What follows belongs to an exercise in optimizing a design on an open flow for small area, a short achievable clock period and few clock cycles per item; a production flow would make more cautious choices. Function was checked by simulation only, so behaviour that the tests miss may differ from the original. Power is estimated from default activity; no workload was simulated.

## flow/design.v (module list and top-level ports; edited modules follow where they fit)
// module qkv_ctrl: 41 lines
// module operand_fetch: 93 lines
// module mac_unit: 1770 lines
// module csa_fa: 10 lines
// module booth_pp: 10 lines
// module operand_reg: 10 lines
// module csa_x2: 7 lines
// module csa_ha: 9 lines
// module cpa32: 268 lines
// module add16: 111 lines
// module result_writer: 24 lines
// module qkv_top: 60 lines
module qkv_top #(
	parameter int num_proj = 3
) (
	input  logic        clk,
	input  logic        reset_n,
	input  logic        dut_valid,
	output logic        dut_ready,
	output logic [15:0] input_read_address,
	input  logic [31:0] input_read_data,
	output logic [15:0] weight_read_address,
	input  logic [31:0] weight_read_data,
	output logic        result_write_enable,
	output logic [15:0] result_write_address,
	output logic [31:0] result_write_data
);
  // ...
==> flow/flow/run.sh <==
#!/bin/bash
set -e
MARGIN=6
cat >> config.mk <<EOS
export SETUP_SLACK_MARGIN = $MARGIN
export BUFFER_PORTS_ARGS = -buffer_cell sky130_fd_sc_hd__buf_2
export CTS_ARGS = -sink_clustering_enable -repair_clock_nets -dont_use_dummy_load -sink_clustering_size 30 -sink_clustering_max_diameter 60
EOS
bash standard.sh MATCH_CELL_FOOTPRINT=0 finish > standard.log 2>&1
==> flow/standard.sh <==
#!/bin/bash
# synth_recipe.tcl (not shown) runs the flow's synth.tcl, then flattens the netlist and writes it again
# the make line also repeats each setting of config.mk as NAME=value (left out here)
make -C /OpenROAD-flow-scripts/flow DESIGN_CONFIG=/design/flow/config.mk WORK_HOME=/design/flow/orfs CLKGATE_MAP_FILE= SYNTH_SCRIPT=/design/flow/synth_recipe.tcl "${@:-finish}"
==> flow/config.mk <==
export PLATFORM = sky130hd
export DESIGN_NAME = qkv_top
export DESIGN_NICKNAME = qkv_top
export VERILOG_FILES = /design/flow/design.v
export SDC_FILE = /design/flow/constraint.sdc
export NUM_CORES = 4
export LEC_CHECK = 0
export CAP_MARGIN = 20
export CORE_MARGIN = 2
export CORE_UTILIZATION = 40
export SLEW_MARGIN = 20
export SYNTH_HIERARCHICAL = 1
export SYNTH_MINIMUM_KEEP_SIZE = 0
export SETUP_SLACK_MARGIN = 6
export BUFFER_PORTS_ARGS = -buffer_cell sky130_fd_sc_hd__buf_2
export CTS_ARGS = -sink_clustering_enable -repair_clock_nets -dont_use_dummy_load -sink_clustering_size 30 -sink_clustering_max_diameter 60
==> flow/constraint.sdc <==
create_clock -name core_clock -period 9.0 [get_ports {clk}]
set_input_delay 1.8000 -clock core_clock [delete_from_list [all_inputs] [get_ports {clk}]]
set_output_delay 1.8000 -clock core_clock [all_outputs]
set_load 0.01 [all_outputs]
==> impl_metrics.csv, run 1 <==
group,metric,value,unit
outcome,status,"no timing/DRC/antenna violations",
setup_path,cp-start-kind,"flip-flop",
grt,grt_pass1_vias,21200,
logic_synthesis,async_flop_share,0,%
power_and_ir_drop,seq-power,3.31,mW
sta,worstMarginPinSlew,930,ps
layout,clkbuf_count,44,
routing,wl_met2,36.9,mm
layout,fill_cells,7047,
logic_synthesis,synth_xor_area_share,12.5,%
power_and_ir_drop,clock_power_share,18.7,%
clocking,ctsHoldBuffers,0,
power_and_ir_drop,p_comb,3.88,mW
logic_synthesis,synth_top_family_by_area,"adder cells",
clocking,htreeDepth,2,
layout,inverters,33,
layout,regArea,11200,µm²
clocking,post_cts_buffers,4,
layout,multi_input_area,17700,µm²
grt,grtUsageMet2,33.2,%
setup_path,slowest_delay,400,ps
logic_synthesis,syn_inst,2664,
clocking,clockBufferDepth,3,
logic_synthesis,synth_edf_count,93,
logic_synthesis,synth_seq_cells,505,
layout,finalNonFillerCells,3676,
logic_synthesis,syn_area,30200,µm²
grt,antenna_found_initial,7,
layout,area_share_clock_buf_inv,3.40,%
layout,seq_cell_count,505,
logic_synthesis,yosys_most_used_dff,"dfxtp_1",
clocking,cts_root_buf,"clkbuf_16",
clocking,cts_tree,"built",
routing,wl_met3,5.21,mm
routing,num_vias,20400,
Testbench counts, summed over its fixed seeds: cycles 54,315, macs 53,547.
==> inputs of run 2 (changes only) <==
==> flow/flow/run.sh (replaced) <==
#!/bin/bash
set -e
MARGIN=6
cat >> config.mk <<EOS
export SETUP_SLACK_MARGIN = $MARGIN
export BUFFER_PORTS_ARGS = -buffer_cell sky130_fd_sc_hd__buf_2
export CTS_ARGS = -sink_clustering_enable -repair_clock_nets -dont_use_dummy_load -sink_clustering_size 30 -sink_clustering_max_diameter 60
EOS
bash standard.sh > standard.log 2>&1
==> run 2 against run 1 <==
  * Total power is the same
  * Highest routed layer unchanged
  * Non-clock buffer count is the same
  * Worst hold slack is the same
  * Critical path depth is the same
  * Cell count is the same
  * Cell area is the same
  * Flip-flop and latch count is the same
  * Global-route usage is the same
==> impl_metrics.csv, run 2 <==
group,metric,value,unit
floorplanning,start_util,40.5,%
routing,ant_nets,0,
clocking,clock_latency,640,ps
logic_synthesis,avgSynthCellArea,11.3,µm²
clocking,htreeDepth,2,
routing,drc,0,
logic_synthesis,synth_edf_count,93,
grt,antenna_found_initial,7,
place,numPortBuffers,148,
sta,setup_viol,0,
sta,clock_skew,113,ps
grt,overflow,0,
setup_path,crit_chain,"buf_2",
sta,finalSetupTns,0,ps
setup_path,cp_max_fo,7,
logic_synthesis,synth_seq_cells,505,
routing,first_pass_iters,5,
logic_synthesis,ys_seq_area_share,36.5,%
power_and_ir_drop,total_power,8.84,mW
grt,track_usage,19.8,%
routing,wl_per_cell,20.9,µm
outcome,status,"no timing/DRC/antenna violations",
floorplanning,fp.dieW,279,µm
clocking,ctsHoldBuffers,0,
logic_synthesis,syn_area,30200,µm²
setup_path,crit_family,"flip-flops",
routing,drtIter0Drc,1604,
setup_path,worstSetupPathType,"reg2out",
clocking,clockBufferDepth,3,
setup_path,arrival,1160,ps
grt,grt_pass1_vias,21200,
sta,worstMarginPinSlew,930,ps
place,gp_congestion,0.872,
logic_synthesis,yosysUniqueCellTypes,97,
sta,clock.fmax,0.337,GHz
sta,rsz0062_at_grt,"false",
logic_synthesis,synth_commonest_cells,"dfxtp_1 (412), xnor2_1 (336), fa_1 (255), a22oi_1 (191), nand2_1 (149)",
layout,final_nets,3123,
clocking,clkSinkCount,505,
power_and_ir_drop,vdd_drop_max,0.121,mV
setup_path,cp_slowest_cell,"dfxtp_4",
routing,via_per_inst,5.55,
setup_path,critPathBufInv,1,
setup_path,required,7200,ps
setup_path,endpoint_kind,"output port",
power_and_ir_drop,powerDensity,273,nW/µm²
layout,synthToLayoutAreaGrowth,7.20,%
clocking,cts_tree,"built",
clocking,path_clk_slew,60,ps
logic_synthesis,synth_top_area_cell,"dfxtp_1",
grt,grt_pass1_wl,122,mm
power_and_ir_drop,p_leak,12.2,nW
logic_synthesis,yosys_warnings,12,
grt,grt_max_degree,67,
floorplanning,rows,100,
routing,num_vias,20400,
job,cap_violations,0,
routing,wirelength,77.0,mm
setup_path,slowest_delay,400,ps
floorplanning,pin_count,149,
layout,mostFrequentLayoutCells,"dfxtp_1 (349), xnor2_1 (336), fa_1 (255), a22oi_1 (191), nand2_1 (149)",
logic_synthesis,synthTopCellsByArea,"dfxtp_1 (27%), fa_1 (17%), xnor2_1 (9.7%), edfxtp_1 (9.2%), a22oi_1 (4.7%)",
setup_path,cp-start-kind,"flip-flop",
sta,hold_viol,0,
layout,drive_above_1_share,15.9,%
logic_synthesis,yosysMostFrequentCell,"dfxtp_1",
floorplanning,die-area,77800,µm²
floorplanning,die_h,279,µm
logic_synthesis,yosys_most_used_dff,"dfxtp_1",
sta,period_minus_slack,2960,ps
min_path,hold_path.class,"reg2reg",
sta,slew_violations,0,
clocking,cts_root_buf,"clkbuf_16",
clocking,cts_buffers,44,
place,dp_hpwl,55.8,mm
floorplanning,coreArea,74600,µm²
sta,timing.final.crit_share,32.9,%
layout,final_common_cell,"dfxtp_1",
layout,top_regs,"u_mac_unit.acc_s (32), u_mac_unit.u_a_lo.q (32), u_result_writer.result_write_data (32)",
logic_synthesis,netlist.area_leader.share,27.3,%
logic_synthesis,async_flop_share,0,%
sta,relSlewSlack,37.9,%
logic_synthesis,syn_inst,2664,
run 2: cell counts after synthesis:
Identical to the previous run, type by type.
run 2: per-layer routing:
metal / wire, µm / track usage (%)
met5: 82 / 0
met4: 1940 / 5.79
met1: 32900 / 25.8
met3: 5210 / 3.94
met2: 36900 / 33.2
run 2: per-stage QoR:
step	hold slack, ps	cells	utilization (%)	cell area [µm²]	setup WS (ps)
after floorplan	310	2665	-	30200	6100
after global placement	312	3617	41.6	31000	5970
after detailed placement	312	3617	41.6	31000	5920
after CTS	322	3665	43.2	32200	5970
after global routing	338	3675	43.4	32400	6000
final	322	3676	43.4	32400	6040
run 2: kinds of logic after synthesis:
group / after synthesis / share of synthesized area, %
AOI/OAI and AO/OA: 567 / 14.3
and+or+nand+nor: 556 / 9.96
DFF: 505 / 36.5
xor gates and xnor gates: 431 / 12.5
adders and majority gates: 349 / 20.8
buffers and inverters: 225 / 4.87
muxes: 29 / 1.01
other: 2 / 0.0249
run 2: worst paths after layout:
kind              slack, ps                           to                                                from  depth (start not counted)
setup / recovery       6040      weight_read_address[10]  u_operand_fetch.weight_read_address[10]$_SDFF_PP0_                          1
hold / removal          320  u_qkv_ctrl.first_s3$_DFF_P_                         u_qkv_ctrl.first_s2$_DFF_P_                          0
setup reg to reg       6090  u_mac_unit.mid_21_2$_DFF_P_                      u_mac_unit.u_a_lo.q[9]$_DFF_P_                          5
hold reg to reg         320  u_qkv_ctrl.first_s3$_DFF_P_                         u_qkv_ctrl.first_s2$_DFF_P_                          0
run 2: report_power, final:
part / leakage, nW / internal (mW) / switching (mW)
clock: 0.542 / 0.856 / 0.799
sequential: 4.31 / 2.94 / 0.367
combinational: 7.34 / 1.83 / 2.05
total: 12.2 / 5.63 / 3.21
run 2: what timing repair did:
action | in CTS | in global routing
setup buffers | 4 | 9
setup endpoints to repair | 49 | 63
gates resized for setup | 48 | 37
pin swaps | 0 | 0
run 2: cell type report:
type | instances | area [µm²]
timing repair buffer | 188 | 1080
clock buffer | 44 | 1100
tap | 969 | 1210
sequential | 505 | 11200
inverter | 33 | 124
fill | 7047 | 42200
multi-input combinational | 1935 | 17700
antenna | 2 | 5.00
run 2: Yosys stat by module (local to each module, per instance), excerpt:
module         cells  cell area [µm²]
csa_ha             1             12.5
cpa32            117              853
add16             55              402
qkv_ctrl          34              465
csa_x2             1             8.76
csa_fa             1             20.0
result_writer    114             1410
mac_unit        1026            11000

afterwards: timing with drivers on the ports:
How much do the figures lean on ideal ports? The routed layouts below were timed once more, with nothing changed but the port constraints.
Step 1, drivers: a clkbuf_16 drives clk and a buf_2 each remaining input, both assumed.
Step 2 times the ports against the registers' clock, not the clock port: input delays grow and output delays shrink by t, the midpoint of the rising clock arrivals with the driver on.
Slacks: no drivers / after step 1 / after step 2; pairs: no drivers / after step 1.
| run | t (ns) | setup WS [ns] | hold slack, ns | worst register clock-pin slew, ns |
|---|---|---|---|---|
| run 1 | 0.642 | 6.037 / 5.976 / 6.093 | 0.322 / 0.322 / 0.322 | 0.10 / 0.10 |
| run 2 | 0.642 | 6.037 / 5.976 / 6.093 | 0.322 / 0.322 / 0.322 | 0.10 / 0.10 |
After both steps every run listed still meets setup and hold.
